Source: an optimization exercise on an open RTL-to-GDS flow (aim: small area, a short achievable clock period and few clock cycles per item). Production flows keep margins and buffers that such runs may drop. Where RTL was checked, it was by simulation tests only, not by an equivalence proof against the original. Power is estimated from default activity; no workload was simulated.

run E:
==> flow/design.v <==
`timescale 1ns / 1ps
module tti_cfg (
	input  logic              clk,
	input  logic              arst_n,
	input  logic              cfg_valid,
	output logic              cfg_ready,
	input  logic [1:0]        cfg_index,
	input  logic [63:0]       cfg_data,
	output logic [15:0][7:0]  alpha,
	output logic [4:0]        radix,
	output logic [1:0]        written,
	output logic              cfg_fire
);
	logic [15:0][7:0] alpha_q;
	assign cfg_ready = 1'b1;
	assign cfg_fire  = cfg_valid;
	always_ff @(posedge clk) begin
		if (cfg_valid && (cfg_index == 2'd0))
			for (int k = 0; k < 8; k++) alpha_q[k] <= cfg_data[8*k +: 8];
		if (cfg_valid && (cfg_index == 2'd1))
			for (int k = 0; k < 8; k++) alpha_q[8+k] <= cfg_data[8*k +: 8];
	end
	always_ff @(posedge clk or negedge arst_n) begin
		if (!arst_n) begin
			radix   <= '0;
			written <= '0;
		end else if (cfg_valid) begin
			if (cfg_index == 2'd0) written[0] <= 1'b1;
			if (cfg_index == 2'd1) written[1] <= 1'b1;
			if (cfg_index == 2'd2) radix <= cfg_data[4:0];
		end
	end
	assign alpha = alpha_q;
endmodule
`timescale 1ns / 1ps
module tti_parse (
	input  logic              clk,
	input  logic              arst_n,
	input  logic              chars_valid,
	output logic              chars_ready,
	input  logic [7:0]        chars_ch,
	output logic              result_valid,
	input  logic              result_ready,
	output logic [31:0]       result_value,
	output logic              result_base_ok,
	input  logic [15:0][7:0]  alpha,
	input  logic [4:0]        radix,
	input  logic [1:0]        written,
	input  logic              cfg_fire
);
	localparam logic [1:0] PH_SPACE = 2'd0;
	localparam logic [1:0] PH_SIGN  = 2'd1;
	localparam logic [1:0] PH_DIGIT = 2'd2;
	localparam logic [1:0] PH_STOP  = 2'd3;
	logic       busy_q;      
	logic [3:0] row_q;       
	logic       bad_q;       
	logic       ok_q;        
	logic       c_v;         
	logic       c_row;       
	logic       c_last;      
	logic [3:0] c_s;         
	logic [7:0] c_ch;
	logic       a_v;         
	logic       a_row;       
	logic       a_last;
	logic [3:0] a_idx;
	logic       a_hit, a_nul, a_space, a_sign, a_minus;
	logic [1:0]  ph_q;
	logic        neg_q;
	logic        res_q;
	logic        b_fire, a_free, c_free, c_load;
	logic [15:0] en, match;
	logic [3:0]  idx;
	logic        radix_ok, last_row, row_bad;
	assign radix_ok = (radix >= 5'd2) && (radix <= 5'd16);
	assign last_row = ({1'b0, row_q} + 5'd1 == radix) || (row_q == 4'd15);
	assign b_fire      = a_v && !(a_nul && res_q);
	assign a_free      = !a_v || b_fire;
	assign c_free      = !c_v || a_free;
	assign chars_ready = c_free && !busy_q;
	assign c_load      = c_free || busy_q;
	always_ff @(posedge clk) begin
		if (c_load) begin
			c_ch <= busy_q ? alpha[row_q] : chars_ch;
			c_s  <= row_q;
		end
	end
	always_comb begin
		for (int k = 0; k < 16; k++) begin
			en[k]    = c_row ? (4'(k) < c_s) : (5'(k) < radix);
			match[k] = en[k] && (alpha[k] == c_ch);
		end
		idx = '0;
		for (int k = 0; k < 16; k++)
			if (match[k]) idx = idx | 4'(k);
	end
	always_ff @(posedge clk) begin
		if (a_free) begin
			a_idx   <= idx;
			a_hit   <= |match;
			a_nul   <= (c_ch == 8'h00);
			a_space <= ((c_ch >= 8'h09) && (c_ch <= 8'h0D)) || (c_ch == 8'h20);
			a_sign  <= (c_ch == 8'h2B) || (c_ch == 8'h2D);
			a_minus <= (c_ch == 8'h2D);
		end
	end
	assign row_bad = a_hit || a_nul || a_space || a_sign;
	always_ff @(posedge clk or negedge arst_n) begin
		if (!arst_n) begin
			busy_q <= 1'b0;
			row_q  <= '0;
			bad_q  <= 1'b0;
			ok_q   <= 1'b0;
			c_v    <= 1'b0;
			c_row  <= 1'b0;
			c_last <= 1'b0;
			a_v    <= 1'b0;
			a_row  <= 1'b0;
			a_last <= 1'b0;
		end else begin
			if (c_load)
				c_v <= chars_valid && !busy_q;
			if (a_free)
				a_v <= c_v;
			c_row  <= busy_q && !cfg_fire;
			c_last <= last_row;
			a_row  <= c_row && !cfg_fire;
			a_last <= c_last;
			if (cfg_fire) begin
				busy_q <= 1'b1;
				row_q  <= '0;
				bad_q  <= 1'b0;
				ok_q   <= 1'b0;
			end else begin
				if (busy_q) begin
					row_q <= row_q + 4'd1;
					if (last_row)
						busy_q <= 1'b0;
				end
				if (a_row) begin
					bad_q <= bad_q || row_bad;
					if (a_last)
						ok_q <= !bad_q && !row_bad && radix_ok && written[0] && ((radix <= 5'd8) || written[1]);
				end
			end
		end
	end
	logic        in_dig, is_dig, dig_ev, hd_q;
	logic [4:0]  r_eff_q;
	logic [1:0]  ph_n;
	assign in_dig = (ph_q == PH_DIGIT);
	assign is_dig = a_hit && ok_q;
	always_comb begin
		dig_ev = 1'b0;
		ph_n   = ph_q;
		if (a_nul) begin
			ph_n = PH_SPACE;
		end else if ((ph_q == PH_SPACE) && a_space) begin
		end else if (((ph_q == PH_SPACE) || (ph_q == PH_SIGN)) && a_sign) begin
			ph_n = PH_SIGN;
		end else if (ph_q != PH_STOP) begin
			if (is_dig) begin
				dig_ev = 1'b1;
				ph_n   = PH_DIGIT;
			end else begin
				ph_n = PH_STOP;
			end
		end
	end
	localparam int BLK = 4;
	localparam int NB  = 32 / BLK;
	logic [31:0]   sum_q;
	logic [NB-1:1] cy_q;
	logic [31:0]   p0, p1, p2, p3, tx, cr;
	logic [31:0]   s1a, k1a, s1b, k1b, s2, k2, s3, k3;
	logic [31:0]   sum_n;
	logic [NB-1:1] cy_n;
	logic [31:0]   out_q;
	logic          out_has;
	assign p0 = sum_q & {32{r_eff_q[0]}};
	assign p1 = {sum_q[30:0] & {31{r_eff_q[1]}}, neg_q};
	assign p2 = {sum_q[29:0], 2'b0} & {32{r_eff_q[2]}};
	assign p3 = ({sum_q[28:0], 3'b0} & {32{r_eff_q[3]}}) | ({sum_q[27:0], 4'b0} & {32{r_eff_q[4]}});
	assign tx = {{28{neg_q}}, a_idx ^ {4{neg_q}}};
	always_comb begin
		cr = '0;
		for (int b = 1; b < NB; b++)
			for (int i = 0; i < 5; i++)
				if (BLK * b + i < 32)
					cr[BLK*b+i] = cr[BLK*b+i] | (cy_q[b] & r_eff_q[i]);
	end
	assign s1a = p0 ^ p1 ^ p2;
	assign k1a = {(p0[30:0] & p1[30:0]) | (p0[30:0] & p2[30:0]) | (p1[30:0] & p2[30:0]), 1'b0};
	assign s1b = p3 ^ cr ^ tx;
	assign k1b = {(p3[30:0] & cr[30:0]) | (p3[30:0] & tx[30:0]) | (cr[30:0] & tx[30:0]), 1'b0};
	assign s2  = s1a ^ k1a ^ s1b;
	assign k2  = {(s1a[30:0] & k1a[30:0]) | (s1a[30:0] & s1b[30:0]) | (k1a[30:0] & s1b[30:0]), 1'b0};
	assign s3  = s2 ^ k2 ^ k1b;
	assign k3  = {(s2[30:0] & k2[30:0]) | (s2[30:0] & k1b[30:0]) | (k2[30:0] & k1b[30:0]), 1'b0};
	always_comb begin
		logic [BLK:0] t;
		for (int b = 0; b < NB; b++) begin
			t = {1'b0, s3[BLK*b +: BLK]} + {1'b0, k3[BLK*b +: BLK]};
			sum_n[BLK*b +: BLK] = t[BLK-1:0];
			if (b < NB - 1)
				cy_n[b+1] = t[BLK];
		end
	end
	always_ff @(posedge clk) begin
		if (b_fire && dig_ev) begin
			sum_q <= sum_n;
			cy_q  <= cy_n;
		end
	end
	logic [31:0] cy_vec;
	always_comb begin
		cy_vec = '0;
		for (int b = 1; b < NB; b++) cy_vec[BLK*b] = cy_q[b];
	end
	always_ff @(posedge clk) begin
		if (b_fire && a_nul)
			out_q <= sum_q + cy_vec;
	end
	always_ff @(posedge clk or negedge arst_n) begin
		if (!arst_n) begin
			ph_q    <= PH_SPACE;
			neg_q   <= 1'b0;
			hd_q    <= 1'b0;
			out_has <= 1'b0;
			r_eff_q <= '0;
			res_q   <= 1'b0;
		end else begin
			if (result_ready)
				res_q <= 1'b0;
			if (b_fire) begin
				ph_q    <= ph_n;
				r_eff_q <= (ph_n == PH_DIGIT) ? radix : 5'd0;
				if (dig_ev)
					hd_q <= 1'b1;
				if (a_nul) begin
					res_q   <= 1'b1;
					neg_q   <= 1'b0;
					hd_q    <= 1'b0;
					out_has <= hd_q;
				end else if (((ph_q == PH_SPACE) || (ph_q == PH_SIGN)) && a_sign) begin
					neg_q <= neg_q ^ a_minus;
				end
			end
		end
	end
	assign result_valid   = res_q;
	assign result_value   = out_q & {32{out_has}};
	assign result_base_ok = ok_q;
endmodule
`timescale 1ns / 1ps
module text_to_integer_any_base_top (
	input  logic                      clk,
	input  logic                      arst_n,
	input  logic                      chars_valid,
	output logic                      chars_ready,
	input  logic [7:0]                chars_ch,
	output logic                      result_valid,
	input  logic                      result_ready,
	output logic signed [31:0]        result_value,
	output logic                      result_base_ok,
	input  logic                      cfg_valid,
	output logic                      cfg_ready,
	input  logic [1:0]                cfg_index,
	input  logic [63:0]               cfg_data
);
	logic [15:0][7:0] alpha;
	logic [4:0]       radix;
	logic [1:0]       written;
	logic             cfg_fire;
	tti_cfg u_cfg (
		.clk       (clk),
		.arst_n    (arst_n),
		.cfg_valid (cfg_valid),
		.cfg_ready (cfg_ready),
		.cfg_index (cfg_index),
		.cfg_data  (cfg_data),
		.alpha     (alpha),
		.radix     (radix),
		.written   (written),
		.cfg_fire  (cfg_fire)
	);
	tti_parse u_parse (
		.clk            (clk),
		.arst_n         (arst_n),
		.chars_valid    (chars_valid),
		.chars_ready    (chars_ready),
		.chars_ch       (chars_ch),
		.result_valid   (result_valid),
		.result_ready   (result_ready),
		.result_value   (result_value),
		.result_base_ok (result_base_ok),
		.alpha          (alpha),
		.radix          (radix),
		.written        (written),
		.cfg_fire       (cfg_fire)
	);
endmodule
clock: 7.0 ns
lec_check: 0
cap_margin: 20
core_margin: 2
core_utilization: 40
setup_slack_margin: 3.5
slew_margin: 20
run.sh (not shown) runs the stock make flow with config.mk's settings and CLKGATE_MAP_FILE= SYNTH_SCRIPT=/design/flow/synth_recipe.tcl, a recipe that flattens the netlist after the stock synthesis.
Testbench counts of run E, summed over its fixed seeds: cycles 18,101, chars 17,357.
[inputs] run C vs run E
diff --git a/flow/design.v b/flow/design.v
--- a/flow/design.v
+++ b/flow/design.v
@@ -57,12 +57,6 @@
 	logic       bad_q;       
 	logic       ok_q;        
-	logic       c_v;         
-	logic       c_row;       
-	logic       c_last;      
-	logic [3:0] c_s;         
-	logic [7:0] c_ch;
 	logic       a_v;         
 	logic       a_row;       
-	logic       a_last;
 	logic [3:0] a_idx;
 	logic       a_hit, a_nul, a_space, a_sign, a_minus;
@@ -70,5 +64,6 @@
 	logic        neg_q;
 	logic        res_q;
-	logic        b_fire, a_free, c_free, c_load;
+	logic        b_fire, a_free, a_load;
+	logic [7:0]  x;
 	logic [15:0] en, match;
 	logic [3:0]  idx;
@@ -76,19 +71,13 @@
 	assign radix_ok = (radix >= 5'd2) && (radix <= 5'd16);
 	assign last_row = ({1'b0, row_q} + 5'd1 == radix) || (row_q == 4'd15);
-	assign b_fire      = a_v && !(a_nul && res_q);
+	assign b_fire      = a_v && (!a_nul || !res_q || result_ready);
 	assign a_free      = !a_v || b_fire;
-	assign c_free      = !c_v || a_free;
-	assign chars_ready = c_free && !busy_q;
-	assign c_load      = c_free || busy_q;
-	always_ff @(posedge clk) begin
-		if (c_load) begin
-			c_ch <= busy_q ? alpha[row_q] : chars_ch;
-			c_s  <= row_q;
-		end
-	end
+	assign chars_ready = a_free && !busy_q;
+	assign a_load      = a_free;
+	assign x = busy_q ? alpha[row_q] : chars_ch;
 	always_comb begin
 		for (int k = 0; k < 16; k++) begin
-			en[k]    = c_row ? (4'(k) < c_s) : (5'(k) < radix);
-			match[k] = en[k] && (alpha[k] == c_ch);
+			en[k]    = (5'(k) < radix) && !(busy_q && (row_q == 4'(k)));
+			match[k] = en[k] && (alpha[k] == x);
 		end
 		idx = '0;
@@ -97,11 +86,11 @@
 	end
 	always_ff @(posedge clk) begin
-		if (a_free) begin
+		if (a_load) begin
 			a_idx   <= idx;
 			a_hit   <= |match;
-			a_nul   <= (c_ch == 8'h00);
-			a_space <= ((c_ch >= 8'h09) && (c_ch <= 8'h0D)) || (c_ch == 8'h20);
-			a_sign  <= (c_ch == 8'h2B) || (c_ch == 8'h2D);
-			a_minus <= (c_ch == 8'h2D);
+			a_nul   <= (x == 8'h00);
+			a_space <= ((x >= 8'h09) && (x <= 8'h0D)) || (x == 8'h20);
+			a_sign  <= (x == 8'h2B) || (x == 8'h2D);
+			a_minus <= (x == 8'h2D);
 		end
 	end
@@ -113,19 +102,10 @@
 			bad_q  <= 1'b0;
 			ok_q   <= 1'b0;
-			c_v    <= 1'b0;
-			c_row  <= 1'b0;
-			c_last <= 1'b0;
 			a_v    <= 1'b0;
 			a_row  <= 1'b0;
-			a_last <= 1'b0;
 		end else begin
-			if (c_load)
-				c_v <= chars_valid && !busy_q;
-			if (a_free)
-				a_v <= c_v;
-			c_row  <= busy_q && !cfg_fire;
-			c_last <= last_row;
-			a_row  <= c_row && !cfg_fire;
-			a_last <= c_last;
+			if (a_load)
+				a_v <= chars_valid && !busy_q;
+			a_row <= busy_q && !cfg_fire;
 			if (cfg_fire) begin
 				busy_q <= 1'b1;
@@ -141,5 +121,5 @@
 				if (a_row) begin
 					bad_q <= bad_q || row_bad;
-					if (a_last)
+					if (!busy_q)
 						ok_q <= !bad_q && !row_bad && radix_ok && written[0] && ((radix <= 5'd8) || written[1]);
 				end
@@ -169,5 +149,5 @@
 		end
 	end
-	localparam int BLK = 4;
+	localparam int BLK = 8;
 	localparam int NB  = 32 / BLK;
 	logic [31:0]   sum_q;
Run C and run E all finish clean. The lower logic gate share of total power came out of run E. Delta(sequential share of power, run C - run E) < 0. When the final numbers for run C and run E were put side by side, the largest driver fanout on the critical path turned out to be greater in run E. Run C against run E: register-to-register slack lower, clock power share lower, total power higher, post-detailed-routing wire length higher, hold slack higher.
The RTL of run C was laid out without a check of its function.

-- port drivers added, routing unchanged --
The flow's constraints put no driver on any port. The routed layouts listed below were extracted and timed again, unchanged, in two steps.
Step 1 sets driving cells, clkbuf_16 on the clock port and buf_2 on the other inputs (assumed; they add their load-dependent delay and slew).
Step 2 moves the port delays by t, midway between the first and last clock arrival at a register: inputs arrive t later, outputs are due t later. That takes back most of the time a late clock gives input paths.
a / b / c = ideal / step 1 / step 2; a / b = the first two.
| run | shift t [ns] | setup WS [ns] | hold WS [ns] | latest minus earliest clock arrival (ns) | worst register clock-pin slew, ns |
|---|---|---|---|---|---|
| run E | 0.632 | 3.507 / 3.507 / 3.188 | 0.360 / 0.360 / 0.360 | 0.012 / 0.012 | 0.06 / 0.06 |
| run C | 0.635 | 3.114 / 3.114 / 3.023 | 0.469 / 0.469 / 0.469 | 0.036 / 0.036 | 0.07 / 0.07 |
After both steps every run listed still meets setup and hold. The setup slack of run E, which loses most, moves by 0.000 ns with the drivers and by -0.319 ns with both steps.
